This is an optimization exercise on Yosys and OpenROAD, whose aim is small area and a short achievable clock period, not a production implementation. The RTL was checked by simulation tests, not by an equivalence proof against the original design. No driver is modelled on the clock port, so clocking that relies on it looks cheaper here than on a real chip. Power is estimated from default activity; no workload was simulated.

## flow/flow/run.sh

```bash
#!/bin/bash
# Standard layout (the standard.sh, standard synthesis included), with three changes:
# - ports are buffered with buf_4 instead of the resizer's default pick (clkdlybuf4s50_1,
#   a delay cell), so input and output paths do not start or end on a slow buffer;
# - timing repair may swap a cell for one of another footprint (MATCH_CELL_FOOTPRINT=0);
# - after CTS, flow/post_cts.tcl runs one more setup repair with a larger margin.
set -euo pipefail
bash standard.sh "BUFFER_PORTS_ARGS=-buffer_cell sky130_fd_sc_hd__buf_4" MATCH_CELL_FOOTPRINT=0 \
  "POST_CTS_TCL=$PWD/flow/post_cts.tcl" finish > standard_flow.log 2>&1
```

## flow/flow/post_cts.tcl

```tcl
# Extra setup repair after CTS: aim past the flow's own margin, over every violating endpoint,
# then legalise the placement again.
set_dont_use $::env(DONT_USE_CELLS)
estimate_parasitics -placement
repair_timing -setup -setup_margin 2.45 -repair_tns 100 -verbose
detailed_placement
check_placement -verbose
```

## flow/standard.sh

```bash
#!/bin/bash
# synth_recipe.tcl (not shown) runs the flow's synth.tcl, then flattens the netlist and writes it again
# the make line also repeats each setting of config.mk as NAME=value (left out here)
make -C /OpenROAD-flow-scripts/flow DESIGN_CONFIG=/design/flow/config.mk WORK_HOME=/design/flow/orfs CLKGATE_MAP_FILE= SYNTH_SCRIPT=/design/flow/synth_recipe.tcl "${@:-finish}"
```

## flow/config.mk

```make
export PLATFORM = sky130hd
export DESIGN_NAME = spi_ram_ctrl
export DESIGN_NICKNAME = spi_ram_ctrl
export VERILOG_FILES = /design/flow/design.v
export SDC_FILE = /design/flow/constraint.sdc
export NUM_CORES = 4
export LEC_CHECK = 0
export ABC_CLOCK_PERIOD_IN_PS = 2200
export CAP_MARGIN = 20
export CORE_MARGIN = 2
export CORE_UTILIZATION = 50
export CTS_CLUSTER_DIAMETER = 80
export CTS_CLUSTER_SIZE = 30
export SETUP_SLACK_MARGIN = 2.4
export SLEW_MARGIN = 20
export TNS_END_PERCENT = 20
```

## flow/constraint.sdc

```tcl
create_clock -name core_clock -period 4.4 [get_ports {clk}]
set_input_delay 0.8800 -clock core_clock [delete_from_list [all_inputs] [get_ports {clk}]]
set_output_delay 0.8800 -clock core_clock [all_outputs]
set_load 0.01 [all_outputs]
```

## flow/design.v

```verilog
package spi_ram_pkg;
  localparam int MEM_DEPTH_DEF = 256;
  localparam int ADDR_SIZE_DEF = 8;
  typedef enum logic [1:0] {
    OP_WR_ADDR = 2'b00,
    OP_WR_DATA = 2'b01,
    OP_RD_ADDR = 2'b10,
    OP_RD_DATA = 2'b11
  } opcode_e;
  typedef enum logic [1:0] {
    ST_NONE  = 2'b00,
    ST_WR_OK = 2'b01,
    ST_RD_OK = 2'b10,
    ST_BOTH  = 2'b11
  } seq_state_e;
endpackage
module spi_ram_array (
  input  logic        clk,
  input  logic        we_i,
  input  logic [15:0] wsel_hi_i,
  input  logic [15:0] wsel_lo_i,
  input  logic [7:0]  wdata_i,
  input  logic [15:0] rsel_lo_i,
  output logic [127:0] grp_o
);
  logic [7:0]  mem_q [256];
  logic [15:0] we_hi;
  assign we_hi = wsel_hi_i & {16{we_i}};
  always_ff @(posedge clk) begin
    for (int r = 0; r < 256; r++) begin
      if (we_hi[r/16] && wsel_lo_i[r%16]) mem_q[r] <= wdata_i;
    end
  end
  always_comb begin
    for (int h = 0; h < 16; h++) begin
      grp_o[h*8 +: 8] = '0;
      for (int l = 0; l < 16; l++) grp_o[h*8 +: 8] = grp_o[h*8 +: 8] | (mem_q[h*16+l] & {8{rsel_lo_i[l]}});
    end
  end
endmodule
module spi_ram_ctrl (
  input  logic       clk,
  input  logic       rst_n,
  input  logic [9:0] din,
  input  logic       rx_valid,
  output logic [7:0] dout,
  output logic       tx_valid,
  output logic       cmd_err
);
  logic live_q, wr_ok_q, rd_ok_q, tx_valid_q, cmd_err_q;
  logic [15:0] wsel_hi_q, wsel_lo_q, rsel_hi_q, rsel_lo_q, rsel_lo_d;
  logic [15:0] din_hi_oh, din_lo_oh;
  logic [127:0] grp_d, grp_q;
  logic [7:0] rd_grp, rd_byte, pdat_q, pdat2_q, dout_q;
  logic pend_q, same_q, same_d, pend_same, hit1_q, hit2_q;
  logic accept, ld_ra_any, ld_wa, ld_ra, wr_cmd, rd_cmd, do_wr, do_rd, bad_cmd;
  assign accept  = rx_valid && live_q;
  assign ld_wa   = accept && din[9:8] == spi_ram_pkg::OP_WR_ADDR;
  assign ld_ra   = accept && din[9:8] == spi_ram_pkg::OP_RD_ADDR;
  assign wr_cmd  = accept && din[9:8] == spi_ram_pkg::OP_WR_DATA;
  assign rd_cmd  = accept && din[9:8] == spi_ram_pkg::OP_RD_DATA;
  assign do_wr   = wr_cmd && wr_ok_q;
  assign do_rd   = rd_cmd && rd_ok_q;
  assign bad_cmd = (wr_cmd && !wr_ok_q) || (rd_cmd && !rd_ok_q);
  always_comb begin
    for (int i = 0; i < 16; i++) begin
      din_hi_oh[i] = din[7:4] == 4'(i);
      din_lo_oh[i] = din[3:0] == 4'(i);
    end
  end
  always_comb begin
    pend_same = same_q;
    if (ld_ra) pend_same = |(din_hi_oh & wsel_hi_q) && |(din_lo_oh & wsel_lo_q);
    same_d = pend_same;
    if (ld_wa) same_d = |(din_hi_oh & rsel_hi_q) && |(din_lo_oh & rsel_lo_q);
  end
  assign ld_ra_any = rx_valid && din[9:8] == spi_ram_pkg::OP_RD_ADDR;
  assign rsel_lo_d = ld_ra_any ? din_lo_oh : rsel_lo_q;
  always_ff @(posedge clk) begin
    if (ld_wa) begin
      wsel_hi_q <= din_hi_oh;
      wsel_lo_q <= din_lo_oh;
    end
    pend_q  <= do_wr;
    pdat_q  <= din[7:0];
    pdat2_q <= pdat_q;
    hit1_q  <= do_wr && same_q;
    hit2_q  <= pend_q && pend_same;
    grp_q   <= grp_d;
  end
  always_ff @(posedge clk or negedge rst_n) begin
    if (!rst_n) begin
      live_q     <= 1'b0;
      wr_ok_q    <= 1'b0;
      rd_ok_q    <= 1'b0;
      tx_valid_q <= 1'b0;
      cmd_err_q  <= 1'b0;
      rsel_hi_q  <= '0;
      rsel_lo_q  <= '0;
      same_q     <= 1'b0;
      dout_q     <= 8'h00;
    end else begin
      live_q     <= 1'b1;
      wr_ok_q    <= wr_ok_q || ld_wa;
      rd_ok_q    <= rd_ok_q || ld_ra;
      tx_valid_q <= do_rd;
      cmd_err_q  <= bad_cmd;
      if (ld_ra) begin
        rsel_hi_q <= din_hi_oh;
        rsel_lo_q <= din_lo_oh;
      end
      same_q     <= same_d;
      if (do_rd) dout_q <= rd_byte;
    end
  end
  spi_ram_array u_array (
    .clk      (clk),
    .we_i     (pend_q),
    .wsel_hi_i(wsel_hi_q),
    .wsel_lo_i(wsel_lo_q),
    .wdata_i  (pdat_q),
    .rsel_lo_i(rsel_lo_d),
    .grp_o    (grp_d)
  );
  always_comb begin
    rd_grp = '0;
    for (int h = 0; h < 16; h++) rd_grp = rd_grp | (grp_q[h*8 +: 8] & {8{rsel_hi_q[h]}});
  end
  assign rd_byte = hit1_q ? pdat_q : hit2_q ? pdat2_q : rd_grp;
  assign dout     = dout_q;
  assign tx_valid = tx_valid_q;
  assign cmd_err  = cmd_err_q;
endmodule
```

==> results.txt <==
## path summary, 6_finish.rpt
check	from	slack, ps	end	cells past startpoint
min in group core_clock	din[0]	230	pdat_q[0]	1
worst max-delay path	din[8]	2100	grp_q[111]	13
max in group asynchronous	rst_n	3670	rsel_hi_q[2]	1
worst min-delay path	rst_n	130	rsel_lo_q[9]	1
worst min register to register	wr_ok_q	480	wr_ok_q	1
worst max register to register	rsel_hi_q[14]	2310	dout_q[3]	7
## cell type report
| type | count | area, um2 |
|---|---|---|
| fillers | 11400 | 64200 |
| clock inverters | 66 | 802 |
| diodes | 46 | 115 |
| clock buffers | 128 | 2730 |
| well taps | 2175 | 2720 |
| multi-input cells | 1746 | 17200 |
| inverters | 23 | 90.1 |
| flip-flops and latches | 2273 | 66600 |
| repair buffers | 571 | 8240 |
## stage by stage
step	area, um2	util	hold slack (ps)	worst slack [ps]
global placement	85100	0.523	458	958
floorplan	82000	-	426	1900
finish	98600	0.605	133	2100
detailed placement	85200	0.523	457	941
global route	98500	0.605	183	2100
## layer usage
layer | vias to the layer above | global-route usage
met5 | - | 0
met1 | 26300 | 0.489
met4 | 26 | 0.151
met2 | 4211 | 0.510
met3 | 720 | 0.108
li1 | 19400 | -
## kinds of logic after synthesis
logic type      after synthesis  synth area share
other cells                   1         0.0000457
compound gates             1170             0.123
mux                          35           0.00468
flops                      2273             0.811
simple gates                538            0.0383
buf+inv                     352            0.0228
## state kept, by name (all words and copies together) (netlist names), 8 cells and up
signal / cells
wsel_lo_q: 16
pdat2_q: 8
rsel_hi_q: 16
grp_q: 128
wsel_hi_q: 16
u_array.mem_q: 2048
dout_q: 8
pdat_q: 8
rsel_lo_q: 16
## Yosys cell counts, drive strengths merged (2+ instances only)
cell type     n  share of area
o21a          8        0.00073
nor2b         4        0.00031
nor2         21        0.00096
inv          22         0.0010
and2          2        0.00015
and3        256          0.020
nor3b         3        0.00027
a31oi         4        0.00031
a2111oi       2        0.00021
and2b         4        0.00037
clkbuf      128         0.0059
a22o        544          0.058
buf         201          0.016
dfrtp        46          0.014
nand3b        3        0.00043
dfxtp       147          0.036
mux2         17         0.0023
edfxtp     2080           0.76
nand2        68         0.0031
o21ai        36         0.0023
nand3        16        0.00098
a221oi      549          0.059
mux2i        17         0.0021
nand2b        8        0.00061
and3b         2        0.00021
o32ai         3        0.00032
o211ai        9        0.00082
a21oi         5        0.00031
nor3          9        0.00055
o22ai         4        0.00031
nand4       139          0.011
## worst register-to-register path: cells and delay by family, from the launching register on
family / cells / cell delay [ps]
compound gates: 4 / 860
buf+inv: 1 / 210
flops: 1 / 520
mux: 1 / 180
simple gates: 1 / 200
## power groups by stage
stage | clock network [W] | logic [W] | registers [W]
3_3_place_gp | 0 | 0.00236 | 0.0252
5_1_grt | 0.0128 | 0.00393 | 0.0247
2_1_floorplan | 0 | 0.00130 | 0.0247
3_5_place_dp | 0 | 0.00240 | 0.0252
6_report | 0.0122 | 0.00388 | 0.0248
==> results.yml <==
route:
  met3RoutedLength_um: 43200
  viasPerCell: 7.20
  routed_wirelength_um: 298000
  routed_wire_length_per_instance_um: 42.3
  routed_metal_1_wire_length_um: 109000
  num_vias: 50600
  detailedRoute.firstPassIterationCount: 6
  drc: 0
  detailedRoute.firstIterationViolations: 8683
  topRoutingLayerUsed: "met5"
  route.met2.wl_um: 130000
  ant_nets: 0
layout:
  mostFrequentLayoutCells: "sky130_fd_sc_hd__edfxtp_1, sky130_fd_sc_hd__a22o_1, sky130_fd_sc_hd__a221oi_2"
  layoutNonFillerInstCount: 7028
  mostFrequentLayoutCell: "sky130_fd_sc_hd__edfxtp_1"
  syn_to_final_growth_pct: 20.2
  final_layout_size_suffix_gt1_frac: 0.283
  final_net_count: 4731
worst_hold_path:
  worstHoldPathType: "input pin to asynchronous set/reset pin"
global_route:
  maximum_number_of_pins_on_one_net_before_global_route_repair: 122
  grt_overflow: 0
  globalRouteTotalUtil: 0.350
  antenna_violations_before_repair: 30
  grt_first_pass_wirelength_um: 402000
  via_count_of_the_first_global_routing_pass: 46100
synthesis:
  syn_area_per_cell_um2: 18.8
  synth_edf_count: 2080
  ys_types: 49
  synth_fp_nets: 4382
  async_reset_ff_frac: 0.0202
  synthesis.yosys.warnings: 3
  postSynthCellCount: 4369
  synthesis.area_um2: 82000
  most_instantiated_flip_flop_cell_in_the_synthesis_netlist: "sky130_fd_sc_hd__edfxtp_1"
  yosys_register_bits: 2273
  synth_seq_area_share: 0.811
flow_run:
  timing.max_cap.violations: 0
pwr:
  netSwitchingFraction: 0.254
  ir_worst_vdd_uv: 356
  powerDensity_nw_per_um2: 414
  power.net_switching_w: 0.0104
  seqPwrFrac: 0.607
  intPower_w: 0.0305
  power.total_w: 0.0408
  comb_power_share: 0.095
  power.share.clock: 0.298
  cellLeakagePower_nw: 32.6
critical_path:
  critical_path.n_buffers_inverters: 7
  worst_path_dominant_cell_family: "buffers and inverters"
  crit_path_cell_trace: "buf_6 > nand3b_4 > buf_6 > buf_6 > buf_6 > nand2_4 > o21ai_4 > buf_12 > buf_8 > buf_12 > a22o_4 > a221oi_4 > nand4_1"
  timing.critical_path.slowest_cell_delay_ps: 330
  worst_path_max_delay_cell: "sky130_fd_sc_hd__nand4_1"
  crit_type: "input pin to flop"
  worstSetupStartpointType: "input pin"
  worstPathArrival_ps: 2880
  cp_common_cell: "sky130_fd_sc_hd__buf_6"
  worst_ep_required_time_ps: 4980
  maximum_net_fanout_on_the_critical_path: 6
  worst_setup_path_end_kind: "flop"
floorplanning:
  initial_core_util: 0.504
  num_io_pins: 23
  die-width_um: 409
  core-area_um2: 163000
  design.die.area_um2: 167000
  fp-row-count: 148
  dieHeight_um: 409
sta:
  timing.final.crit_period_ps: 2300
  relSlewSlack: 0.311
  clock.fmax_mhz: 435
  totalNegativeSetupSlack_ps: 0
  setup_viol: 0
  final_hold_viol_count: 0
  worst_pin_slew_ps: 1030
  final.period_utilization: 0.522
  finalClockSkew_ps: 51.8
  finalMaxSlewViolations: 0
  grt_setup_unrepaired: "true"
cts:
  clk_pin_slew_worst_paths_ps: 110
  clk-insertion-delay-late_ps: 800
  numClockSinks: 2273
  tritoncts_clock_tree: "done"
placed_design:
  globalplace.congestion: 0.901
  portBuffers: 22
  place_hpwl_um: 145000
  place.detailed.instances: 6392
run_status:
  status: "no timing/DRC/antenna violations"

-- static timing again, ports no longer ideal --
In the flow no input, the clock included, has a driving cell. The finished layout below was timed again as built, in two steps. Step 1, drivers: a clkbuf_16 drives clk and a buf_2 each remaining input, both assumed. Step 2, shift: input delay + t, output delay - t, t = (earliest + latest rising clock arrival at the registers) / 2. This alone moves slack from input paths to output paths. Slacks: ideal ports / drivers / drivers and shift; pairs: ideal ports / drivers.
t (ns): 0.873
slack for setup (ns): 2.103 / 2.011 / 1.292
latest minus earliest clock arrival (ns): 0.056 / 0.056
worst register clock-pin slew, ns: 0.12 / 0.12
After both steps setup and hold are still met in this run. For this run, drivers alone change the setup slack by -0.092 ns; drivers and shift together by -0.811 ns.
